Background: an optimization exercise with open tools, aiming at small area, a short achievable clock period and few clock cycles per item. Do not read the settings as production practice. In this exercise RTL edits were held to simulation tests only and were not proved equivalent to the original. Power is estimated from default activity; no workload was simulated.

== job 101 ==
==> flow/design.v <==
`timescale 1ns / 1ps
package ple_pkg;
   localparam int CAPACITY   = 64;
   localparam int DATA_WIDTH = 32;
   localparam int POS_W     = 7;
   localparam int VAL_W     = 32;
   localparam int CNT_OUT_W = 7;
   localparam int CNT_W     = $clog2(CAPACITY + 1);
   localparam logic [2:0] OP_INS_FIRST = 3'd0;
   localparam logic [2:0] OP_INS_LAST  = 3'd1;
   localparam logic [2:0] OP_INS_POS   = 3'd2;
   localparam logic [2:0] OP_DEL_FIRST = 3'd3;
   localparam logic [2:0] OP_DEL_LAST  = 3'd4;
   localparam logic [2:0] OP_DEL_POS   = 3'd5;
   localparam logic [2:0] OP_READ      = 3'd6;
   localparam logic [1:0] STS_OK     = 2'd0;
   localparam logic [1:0] STS_BADPOS = 2'd1;
   localparam logic [1:0] STS_EMPTY  = 2'd2;
   localparam logic [1:0] STS_FULL   = 2'd3;
endpackage
`timescale 1ns / 1ps
module ple_store
(
   input  logic                                clock,
   input  logic [7:0]                          wr_hi,
   input  logic [7:0]                          wr_lo,
   input  logic [ple_pkg::DATA_WIDTH-1:0]      wr_value,
   input  logic [7:0]                          rd_hi,
   input  logic [7:0]                          rd_lo,
   output logic [ple_pkg::DATA_WIDTH-1:0]      rd_value
);
   localparam int N = ple_pkg::CAPACITY;
   localparam int W = ple_pkg::DATA_WIDTH;
   logic [W-1:0] mem [0:N-1];
   genvar i;
   generate
      for (i = 0; i < N; i++) begin : g_slot
         always_ff @(posedge clock) begin
            if (wr_hi[i / 8] && wr_lo[i % 8]) mem[i] <= wr_value;
         end
      end
   endgenerate
   always_comb begin
      rd_value = '0;
      for (int k = 0; k < N; k++) begin
         rd_value = rd_value | ({W{rd_hi[k / 8] & rd_lo[k % 8]}} & mem[k]);
      end
   end
endmodule
`timescale 1ns / 1ps
module positional_list_engine_unit
(
   input  logic                        clock,
   input  logic                        reset,
   input  logic                        req_valid,
   output logic                        req_ready,
   input  logic [2:0]                  req_opcode,
   input  logic signed [ple_pkg::VAL_W-1:0]     req_value,
   input  logic [ple_pkg::POS_W-1:0]            req_position,
   output logic                        rsp_valid,
   input  logic                        rsp_ready,
   output logic [1:0]                  rsp_status,
   output logic [ple_pkg::CNT_OUT_W-1:0]        rsp_element_count,
   output logic signed [ple_pkg::VAL_W-1:0]     rsp_read_value
);
   localparam int N  = ple_pkg::CAPACITY;
   localparam int W  = ple_pkg::DATA_WIDTH;
   localparam int CW = ple_pkg::CNT_W;
   localparam int PW = ple_pkg::POS_W;
   localparam int RW = 2 + CW + W;
   logic                       s0_valid;
   logic [2:0]                 s0_op;
   logic [W-1:0]               s0_val;
   logic [PW-1:0]              s0_pos;
   logic                       req_ready_ff;
   logic                       s0_ins, s0_il, s0_del_fp, s0_rd;
   logic [8:0]                 s0_hi_eq, s0_hi_lt;
   logic [7:0]                 s0_lo_eq, s0_lo_le;
   logic [CW-1:0]              count_ff;
   logic [5:0]                 ptr [0:N-1];
   logic                       b_v;
   logic [1:0]                 b_sts;
   logic [CW-1:0]              b_cnt;
   logic [7:0]                 b_rd_hi, b_rd_lo;
   logic [7:0]                 b_rd_hi_g;
   logic                       out_v, sk_v;
   logic [RW-1:0]              out_ff, sk_ff;
   logic                       enq, exec;
   logic                       op_ins, op_il, op_del_fp, op_rd;
   logic                       full, empty;
   logic [N-1:0]               oh, th, eq_n, ge_n, ins_oh, ins_th;
   logic                       q_lt_n, q_le_n;
   logic                       e_ins, e_del;
   logic [5:0]                 x_slot;
   logic [7:0]                 wr_hi, wr_lo;
   logic [1:0]                 sts;
   logic                       ins_ok, del_ok;
   logic [CW-1:0]              count_new;
   assign enq  = b_v & ~(out_v & sk_v);
   assign exec = s0_valid & (~b_v | ~(out_v & sk_v));
   always_comb begin
      op_ins    = s0_ins;
      op_il     = s0_il;
      op_del_fp = s0_del_fp;
      op_rd     = s0_rd;
      full      = count_ff[CW-1];
      empty     = (count_ff == '0);
      for (int i = 0; i < N; i++) begin
         oh[i]   = s0_hi_eq[(i + 1) / 8] & s0_lo_eq[(i + 1) % 8];
         th[i]   = s0_hi_lt[(i + 1) / 8] | (s0_hi_eq[(i + 1) / 8] & s0_lo_le[(i + 1) % 8]);
         eq_n[i] = (count_ff == CW'(i));
         ge_n[i] = (count_ff <= CW'(i));
      end
      ins_oh = op_il ? eq_n : oh;
      ins_th = op_il ? ge_n : th;
      q_lt_n = (s0_pos != '0) && ({1'b0, s0_pos} <= {1'b0, count_ff});
      q_le_n = (s0_pos != '0) && ({1'b0, s0_pos} <= ({1'b0, count_ff} + 1'b1));
      e_ins  = exec & op_ins & ~full;
      e_del  = exec & op_del_fp;
   end
   always_comb begin
      x_slot = '0;
      for (int i = 0; i < N; i++) begin
         x_slot = x_slot | ({6{oh[i]}} & ptr[i]);
      end
      for (int k = 0; k < 8; k++) begin
         wr_hi[k] = e_ins & (ptr[N-1][5:3] == 3'(k));
         wr_lo[k] = (ptr[N-1][2:0] == 3'(k));
      end
   end
   genvar gi;
   generate
      for (gi = 0; gi < N; gi++) begin : g_ptr
         logic [5:0] lower, upper;
         logic       sel_v, sel_r, sel_l;
         if (gi == 0) begin : g_lo0
            assign lower = ptr[gi];
            assign sel_r = 1'b0;
         end else begin : g_lo
            assign lower = ptr[gi-1];
            assign sel_r = e_ins & ins_th[gi-1];
         end
         if (gi == N - 1) begin : g_upN
            assign upper = x_slot;
         end else begin : g_up
            assign upper = ptr[gi+1];
         end
         assign sel_v = e_ins & ins_oh[gi];
         assign sel_l = e_del & th[gi];
         always_ff @(posedge clock) begin
            if (reset)      ptr[gi] <= 6'(gi);
            else if (sel_v) ptr[gi] <= ptr[N-1];
            else if (sel_r) ptr[gi] <= lower;
            else if (sel_l) ptr[gi] <= upper;
         end
      end
   endgenerate
   always_comb begin
      sts    = ple_pkg::STS_OK;
      ins_ok = 1'b0;
      del_ok = 1'b0;
      unique case (s0_op)
         ple_pkg::OP_INS_FIRST, ple_pkg::OP_INS_LAST: begin
            if (full) sts = ple_pkg::STS_FULL;
            else      ins_ok = 1'b1;
         end
         ple_pkg::OP_INS_POS: begin
            if (!q_le_n)   sts = ple_pkg::STS_BADPOS;
            else if (full) sts = ple_pkg::STS_FULL;
            else           ins_ok = 1'b1;
         end
         ple_pkg::OP_DEL_FIRST, ple_pkg::OP_DEL_LAST: begin
            if (empty) sts = ple_pkg::STS_EMPTY;
            else       del_ok = 1'b1;
         end
         ple_pkg::OP_DEL_POS, ple_pkg::OP_READ: begin
            if (!q_lt_n) sts = ple_pkg::STS_BADPOS;
            else         del_ok = (s0_op == ple_pkg::OP_DEL_POS);
         end
         default: ;
      endcase
      count_new = ins_ok ? (count_ff + 1'b1) : del_ok ? (count_ff - 1'b1) : count_ff;
   end
   logic keep_out, s0_valid_in, b_v_in, out_v_in, sk_v_in;
   logic [W-1:0]  rd_value;
   logic [RW-1:0] rsp_b;
   ple_store u_store (
      .clock    (clock),
      .wr_hi    (wr_hi),
      .wr_lo    (wr_lo),
      .wr_value (s0_val),
      .rd_hi    (b_rd_hi_g),
      .rd_lo    (b_rd_lo),
      .rd_value (rd_value)
   );
   assign rsp_b = {b_sts, b_cnt, rd_value};
   logic [7:0] b_rd_hi_in;
   always_comb begin
      for (int k = 0; k < 8; k++) begin
         b_rd_hi_in[k] = exec ? (op_rd & q_lt_n & (x_slot[5:3] == 3'(k))) : b_rd_hi[k];
      end
   end
   always_ff @(posedge clock) begin
      b_rd_hi   <= b_rd_hi_in;
      b_rd_hi_g <= b_rd_hi_in & {8{~sk_v_in}};
      if (exec) begin
         b_sts  <= sts;
         b_cnt  <= count_new;
         for (int k = 0; k < 8; k++) begin
            b_rd_lo[k] <= (x_slot[2:0] == 3'(k));
         end
      end
   end
   always_comb begin
      keep_out    = out_v & ~rsp_ready;
      s0_valid_in = (req_valid & req_ready_ff) | (s0_valid & ~exec);
      b_v_in      = exec | (b_v & ~enq);
      out_v_in    = keep_out | sk_v | enq;
      sk_v_in     = keep_out ? (sk_v | enq) : (sk_v & enq);
   end
   always_ff @(posedge clock) begin
      if (reset) begin
         s0_valid     <= 1'b0;
         b_v          <= 1'b0;
         out_v        <= 1'b0;
         sk_v         <= 1'b0;
         count_ff     <= '0;
         req_ready_ff <= 1'b1;
      end else begin
         s0_valid     <= s0_valid_in;
         b_v          <= b_v_in;
         out_v        <= out_v_in;
         sk_v         <= sk_v_in;
         if (exec) count_ff <= count_new;
         req_ready_ff <= ~s0_valid_in | ~b_v_in | ~(out_v_in & sk_v_in);
      end
   end
   logic          first_op, pos_inr;
   logic [PW-1:0] pos_in;
   always_comb begin
      first_op = (req_opcode == ple_pkg::OP_INS_FIRST) || (req_opcode == ple_pkg::OP_DEL_FIRST);
      pos_in   = first_op ? PW'(1) : req_position;
      pos_inr  = (pos_in != '0) && (pos_in <= PW'(N));
   end
   always_ff @(posedge clock) begin
      if (req_ready_ff) begin
         s0_op     <= req_opcode;
         s0_val    <= W'(req_value);
         s0_pos    <= pos_in;
         s0_ins    <= (req_opcode == ple_pkg::OP_INS_FIRST) || (req_opcode == ple_pkg::OP_INS_LAST) ||
                      (req_opcode == ple_pkg::OP_INS_POS);
         s0_il     <= (req_opcode == ple_pkg::OP_INS_LAST);
         s0_del_fp <= (req_opcode == ple_pkg::OP_DEL_FIRST) || (req_opcode == ple_pkg::OP_DEL_POS);
         s0_rd     <= (req_opcode == ple_pkg::OP_READ);
         for (int k = 0; k < 9; k++) begin
            s0_hi_eq[k] <= pos_inr && (pos_in[6:3] == 4'(k));
            s0_hi_lt[k] <= pos_inr && (pos_in[6:3] < 4'(k));
         end
         for (int k = 0; k < 8; k++) begin
            s0_lo_eq[k] <= (pos_in[2:0] == 3'(k));
            s0_lo_le[k] <= (pos_in[2:0] <= 3'(k));
         end
      end
   end
   always_ff @(posedge clock) begin
      if (enq) sk_ff <= rsp_b;
      if (!keep_out) begin
         out_ff[RW-1:W] <= sk_v ? sk_ff[RW-1:W] : rsp_b[RW-1:W];
         out_ff[W-1:0]  <= ({W{sk_v}} & sk_ff[W-1:0]) | rd_value;
      end
   end
   assign req_ready         = req_ready_ff;
   assign rsp_valid         = out_v;
   assign rsp_status        = out_ff[RW-1 -: 2];
   assign rsp_element_count = ple_pkg::CNT_OUT_W'(out_ff[W +: CW]);
   assign rsp_read_value    = out_ff[W-1:0];
endmodule
make LEC_CHECK=0 CAP_MARGIN=20 CORE_MARGIN=2 CORE_UTILIZATION=50 CTS_CLUSTER_DIAMETER=80 CTS_CLUSTER_SIZE=30 PLACE_DENSITY=0.55 SETUP_SLACK_MARGIN=4.6 SLEW_MARGIN=20 finish   # period 8.0 ns
run.sh (not shown) runs the stock make flow with config.mk's settings and CLKGATE_MAP_FILE= SYNTH_SCRIPT=/design/flow/synth_recipe.tcl, a recipe that flattens the netlist after the stock synthesis.
Testbench counts of job 101, summed over its fixed seeds: cycles 12,024, items 12,000.
## Diff of input files: job 102 against job 101
--- a/flow/design.v
+++ b/flow/design.v
@@ -79,13 +79,12 @@
    logic [CW-1:0]              count_ff;
    logic [5:0]                 ptr [0:N-1];
    logic                       b_v;
    logic [1:0]                 b_sts;
    logic [CW-1:0]              b_cnt;
    logic [7:0]                 b_rd_hi, b_rd_lo;
-   logic [7:0]                 b_rd_hi_g;
    logic                       out_v, sk_v;
    logic [RW-1:0]              out_ff, sk_ff;
    logic                       enq, exec;
    logic                       op_ins, op_il, op_del_fp, op_rd;
    logic                       full, empty;
    logic [N-1:0]               oh, th, eq_n, ge_n, ins_oh, ins_th;
@@ -178,42 +177,35 @@
             else         del_ok = (s0_op == ple_pkg::OP_DEL_POS);
          end
          default: ;
       endcase
       count_new = ins_ok ? (count_ff + 1'b1) : del_ok ? (count_ff - 1'b1) : count_ff;
    end
-   logic keep_out, s0_valid_in, b_v_in, out_v_in, sk_v_in;
    logic [W-1:0]  rd_value;
    logic [RW-1:0] rsp_b;
    ple_store u_store (
       .clock    (clock),
       .wr_hi    (wr_hi),
       .wr_lo    (wr_lo),
       .wr_value (s0_val),
-      .rd_hi    (b_rd_hi_g),
+      .rd_hi    (b_rd_hi & {8{~sk_v}}),
       .rd_lo    (b_rd_lo),
       .rd_value (rd_value)
    );
    assign rsp_b = {b_sts, b_cnt, rd_value};
-   logic [7:0] b_rd_hi_in;
-   always_comb begin
-      for (int k = 0; k < 8; k++) begin
-         b_rd_hi_in[k] = exec ? (op_rd & q_lt_n & (x_slot[5:3] == 3'(k))) : b_rd_hi[k];
-      end
-   end
-   always_ff @(posedge clock) begin
-      b_rd_hi   <= b_rd_hi_in;
-      b_rd_hi_g <= b_rd_hi_in & {8{~sk_v_in}};
+   always_ff @(posedge clock) begin
       if (exec) begin
          b_sts  <= sts;
          b_cnt  <= count_new;
          for (int k = 0; k < 8; k++) begin
+            b_rd_hi[k] <= op_rd & q_lt_n & (x_slot[5:3] == 3'(k));
             b_rd_lo[k] <= (x_slot[2:0] == 3'(k));
          end
       end
    end
+   logic keep_out, s0_valid_in, b_v_in, out_v_in, sk_v_in;
    always_comb begin
       keep_out    = out_v & ~rsp_ready;
       s0_valid_in = (req_valid & req_ready_ff) | (s0_valid & ~exec);
       b_v_in      = exec | (b_v & ~enq);
       out_v_in    = keep_out | sk_v | enq;
       sk_v_in     = keep_out ? (sk_v | enq) : (sk_v & enq);
Results
- Job 102 against job 101: net count of the mapped netlist now sits at about the same level, reported sequential group power saw little to no change, via count saw an increase, synthesized netlist cell count held steady, number of clock-tree buffers in the layout saw an increase.
- As of job 102, synthesized area had risen slightly compared to job 101.
Testbench counts of job 102, summed over its fixed seeds: cycles 12,024, items 12,000.

## port drivers added, routing unchanged
Ports are ideal in the flow. The routed layouts listed here were re-timed in OpenROAD.
Step 1 sets driving cells, clkbuf_16 on the clock port and buf_2 on the other inputs (assumed; they add their load-dependent delay and slew).
Step 2 adds t to the input delays and takes it off the output delays; t is the mean of the earliest and latest rising clock arrival at the registers after step 1. Input paths then give back, and output paths get back, about the clock's delay inside the block.
Three values: ideal ports, drivers, drivers and shift; two values: the first two.
| run | shift t [ns] | setup WS [ns] | cell pins on the clock port's net |
|---|---|---|---|
| job 101 | 0.947 | 4.465 / 4.465 / 3.756 | 1 |
| job 102 | 0.954 | 4.411 / 4.411 / 3.836 | 1 |
After both steps every run listed still meets setup and hold. For job 101, which loses most, drivers alone change the setup slack by 0.000 ns; drivers and shift together by -0.709 ns.
